Context: an optimization exercise on an open-source flow, tuned for small area and a short achievable clock period. The choices shown serve that exercise and are no tape-out recipe.
Power is estimated from default activity; no workload was simulated.

==> module router_nport, before the edit <==
module router_nport #(
    parameter int NPORT  = 8,
    parameter int ADDR_W = $clog2(NPORT)
) (
    input  logic             clk,
    input  logic             reset_n,
    input  logic [NPORT-1:0] din,
    input  logic [NPORT-1:0] frame_n,
    input  logic [NPORT-1:0] valid_n,
    output logic [NPORT-1:0] busy_n,
    output logic [NPORT-1:0] dout,
    output logic [NPORT-1:0] valido_n,
    output logic [NPORT-1:0] frameo_n
);
    localparam int N = 8;
    localparam int W = 3;
    logic [W:0]   r_sr    [N];
    logic [N-1:0] w_inArb;
    logic [W-1:0] w_addr  [N];
    logic [N-1:0] r_ov;
    logic [W-1:0] r_ptr   [N];
    logic [N-1:0] r_dout, r_valido, r_frameo;
    logic [N-1:0] w_arb;
    logic [N-1:0] w_req   [N];    
    logic [N-1:0] w_st    [N];    
    logic [N-1:0] w_gnt   [N];    
    logic [N-1:0] w_granted;
    logic [W-1:0] w_pnext [N];
    logic [N-1:0] w_any;
    logic [N-1:0] w_osel  [N];    
    logic [N-1:0] w_dsel, w_vsel, w_fsel;
    always_comb begin
        for (int i = 0; i < N; i++) begin
            w_inArb[i]  = r_sr[i][0];
            w_addr[i] = r_sr[i][W:1];
        end
    end
    assign w_arb = w_inArb;
    always_comb begin
        for (int d = 0; d < N; d++)
            for (int i = 0; i < N; i++) begin
                w_req[d][i] = w_arb[i] && (w_addr[i] == d);
                w_st[d][i]  = (r_ptr[d] == i);
            end
    end
    function automatic logic [N-1:0] prefixOr(input logic [N-1:0] x);
        logic [N-1:0] p1, p2, p4;
        p1 = x  | {x[N-2:0], 1'b0};
        p2 = p1 | {p1[N-3:0], 2'b0};
        p4 = p2 | {p2[N-5:0], 4'b0};
        prefixOr = {p4[N-2:0], 1'b0};
    endfunction
    always_comb begin
        w_granted = '0;
        for (int d = 0; d < N; d++) begin
            logic [N-1:0] above, hi, x;
            above = prefixOr(w_st[d]) | w_st[d];    
            hi    = w_req[d] & above;
            x     = (hi != '0) ? hi : w_req[d];
            w_gnt[d] = x & ~prefixOr(x) & {N{!r_ov[d]}};
            w_any[d] = (w_req[d] != '0);
            w_pnext[d] = '0;    
            for (int i = 0; i < N; i++)
                if (w_gnt[d][i]) w_pnext[d] = w_pnext[d] | W'((i + 1) % N);
            w_granted = w_granted | w_gnt[d];
        end
    end
    always_comb begin
        for (int d = 0; d < N; d++) begin
            for (int i = 0; i < N; i++) w_osel[d][i] = w_st[d][(i + 1) % N];
        end
    end
    for (genvar d = 0; d < N; d++) begin : g_mux
        router_onehot_mux #(.N(N)) u_dmux (.sel(w_osel[d]), .a(din),     .y(w_dsel[d]));
        router_onehot_mux #(.N(N)) u_vmux (.sel(w_osel[d]), .a(valid_n), .y(w_vsel[d]));
        router_onehot_mux #(.N(N)) u_fmux (.sel(w_osel[d]), .a(frame_n), .y(w_fsel[d]));
    end
    always_ff @(posedge clk or negedge reset_n) begin
        if (!reset_n) begin
            for (int i = 0; i < N; i++) r_sr[i] <= '0;
        end else begin
            for (int i = 0; i < N; i++) begin
                if (r_sr[i][0]) begin
                    if (w_granted[i]) r_sr[i] <= '0;           
                end else if (frame_n[i]) begin
                    r_sr[i] <= 4'b1000;                        
                end else if (r_sr[i] != '0) begin
                    r_sr[i] <= {din[i], r_sr[i][W:1]};         
                end
            end
        end
    end
    always_ff @(posedge clk or negedge reset_n) begin
        if (!reset_n) begin
            r_ov       <= '0;
            r_dout     <= '0;
            r_valido   <= '0;
            r_frameo   <= '0;
            for (int d = 0; d < N; d++) r_ptr[d] <= '0;
        end else begin
            for (int d = 0; d < N; d++) begin
                if (r_ov[d]) begin
                    r_dout[d]     <= !w_vsel[d] && w_dsel[d];
                    r_valido[d]   <= !w_vsel[d];
                    r_frameo[d]   <= !w_fsel[d];
                    r_ov[d]       <= !w_fsel[d];
                end else begin
                    r_dout[d]     <= 1'b0;
                    r_valido[d]   <= 1'b0;
                    r_frameo[d]   <= 1'b0;
                    if (w_any[d]) begin
                        r_ov[d]  <= 1'b1;
                        r_ptr[d] <= w_pnext[d];
                    end
                end
            end
        end
    end
    assign busy_n   = ~w_inArb;
    assign dout     = r_dout;
    assign valido_n = ~r_valido;
    assign frameo_n = ~r_frameo;
endmodule
export LEC_CHECK = 0
export ABC_AREA = 1
export CAP_MARGIN = 20
export CORE_MARGIN = 2
export CORE_UTILIZATION = 30
export PLACE_DENSITY = 0.45
export SLEW_MARGIN = 20
export SYNTH_HIERARCHICAL = 1
export SYNTH_MINIMUM_KEEP_SIZE = 0
create_clock -name core_clock -period 10.0 [get_ports {clk}]
standard.sh (not shown) runs the stock make flow with config.mk's settings and CLKGATE_MAP_FILE= SYNTH_SCRIPT=/design/flow/synth_recipe.tcl, a recipe that flattens the netlist after the stock synthesis.
==> flow/flow/run.sh <==
#!/bin/bash
# Own layout flow: the standard synthesis and layout, with small port
# buffers and repair_timing aiming for a larger setup margin (the SDC is
# unchanged).
set -euo pipefail
bash standard.sh synth > synth.log 2>&1
export BUFFER_PORTS_ARGS="-buffer_cell sky130_fd_sc_hd__buf_2"
export SETUP_SLACK_MARGIN=7.0
bash standard.sh finish > layout.log 2>&1
Then changed:
--- a/flow/design.v
+++ b/flow/design.v
@@ -62,21 +62,24 @@
             w_pnext[d] = '0;    
             for (int i = 0; i < N; i++)
                 if (w_gnt[d][i]) w_pnext[d] = w_pnext[d] | W'((i + 1) % N);
             w_granted = w_granted | w_gnt[d];
         end
     end
+    logic [N-1:0] w_xd, w_xv, w_xf;
+    assign w_xd = din & ~valid_n;
+    assign w_xv = ~valid_n;
+    assign w_xf = ~frame_n;
     always_comb begin
-        for (int d = 0; d < N; d++) begin
-            for (int i = 0; i < N; i++) w_osel[d][i] = w_st[d][(i + 1) % N];
-        end
+        for (int d = 0; d < N; d++)
+            for (int i = 0; i < N; i++) w_osel[d][i] = w_st[d][(i + 1) % N] & r_ov[d];
     end
     for (genvar d = 0; d < N; d++) begin : g_mux
-        router_onehot_mux #(.N(N)) u_dmux (.sel(w_osel[d]), .a(din),     .y(w_dsel[d]));
-        router_onehot_mux #(.N(N)) u_vmux (.sel(w_osel[d]), .a(valid_n), .y(w_vsel[d]));
-        router_onehot_mux #(.N(N)) u_fmux (.sel(w_osel[d]), .a(frame_n), .y(w_fsel[d]));
+        router_onehot_mux #(.N(N)) u_dmux (.sel(w_osel[d]), .a(w_xd), .y(w_dsel[d]));
+        router_onehot_mux #(.N(N)) u_vmux (.sel(w_osel[d]), .a(w_xv), .y(w_vsel[d]));
+        router_onehot_mux #(.N(N)) u_fmux (.sel(w_osel[d]), .a(w_xf), .y(w_fsel[d]));
     end
     always_ff @(posedge clk or negedge reset_n) begin
         if (!reset_n) begin
             for (int i = 0; i < N; i++) r_sr[i] <= '0;
         end else begin
             for (int i = 0; i < N; i++) begin
@@ -96,26 +99,17 @@
             r_dout     <= '0;
             r_valido   <= '0;
             r_frameo   <= '0;
             for (int d = 0; d < N; d++) r_ptr[d] <= '0;
         end else begin
             for (int d = 0; d < N; d++) begin
-                if (r_ov[d]) begin
-                    r_dout[d]     <= !w_vsel[d] && w_dsel[d];
-                    r_valido[d]   <= !w_vsel[d];
-                    r_frameo[d]   <= !w_fsel[d];
-                    r_ov[d]       <= !w_fsel[d];
-                end else begin
-                    r_dout[d]     <= 1'b0;
-                    r_valido[d]   <= 1'b0;
-                    r_frameo[d]   <= 1'b0;
-                    if (w_any[d]) begin
-                        r_ov[d]  <= 1'b1;
-                        r_ptr[d] <= w_pnext[d];
-                    end
-                end
+                r_dout[d]   <= w_dsel[d];
+                r_valido[d] <= w_vsel[d];
+                r_frameo[d] <= w_fsel[d];
+                r_ov[d]     <= w_fsel[d] || (!r_ov[d] && w_any[d]);
+                if (!r_ov[d] && w_any[d]) r_ptr[d] <= w_pnext[d];
             end
         end
     end
     assign busy_n   = ~w_inArb;
     assign dout     = r_dout;
     assign valido_n = ~r_valido;
Clock-buffer cell count shrinks by 2.
Power shrinks by roughly a tenth.
Die area is about the same.
Clock skew shrinks by 4.4 ps.
Register-to-register slack is about the same.
Sequential power grows slightly.
Fmax grows slightly.
Critical path depth does not change.
No run of this note included a check of the RTL's function; only the layout flow was run.

[afterwards: timing with drivers on the ports]
The flow's constraints put no driver on any port. The routed layouts listed below were extracted and timed again, unchanged, in two steps. Step 1 (the two cells are an assumption about what drives the block):
set clk [get_ports {clk}]
set_driving_cell -lib_cell sky130_fd_sc_hd__clkbuf_16 $clk
set_driving_cell -lib_cell sky130_fd_sc_hd__buf_2 [delete_from_list [all_inputs] $clk]
Step 2 also shifts input and output timing later by t, the mid clock arrival at the registers, as if the neighbouring blocks saw the same clock. Slacks: ideal / step 1 / step 2; pairs: ideal / step 1.
| run | t (ns) | setup WS [ns] | clock arrival spread, ns | worst slew at a driven data input, ns |
|---|---|---|---|---|
| the first run | 0.412 | 7.004 / 6.953 / 6.950 | 0.012 / 0.012 | 0.05 |
| the second run | 0.406 | 7.043 / 6.996 / 6.761 | 0.009 / 0.009 | 0.04 |
After both steps every run listed still meets setup and hold. The setup slack of the second run, which loses most, moves by -0.047 ns with the drivers and by -0.282 ns with both steps.
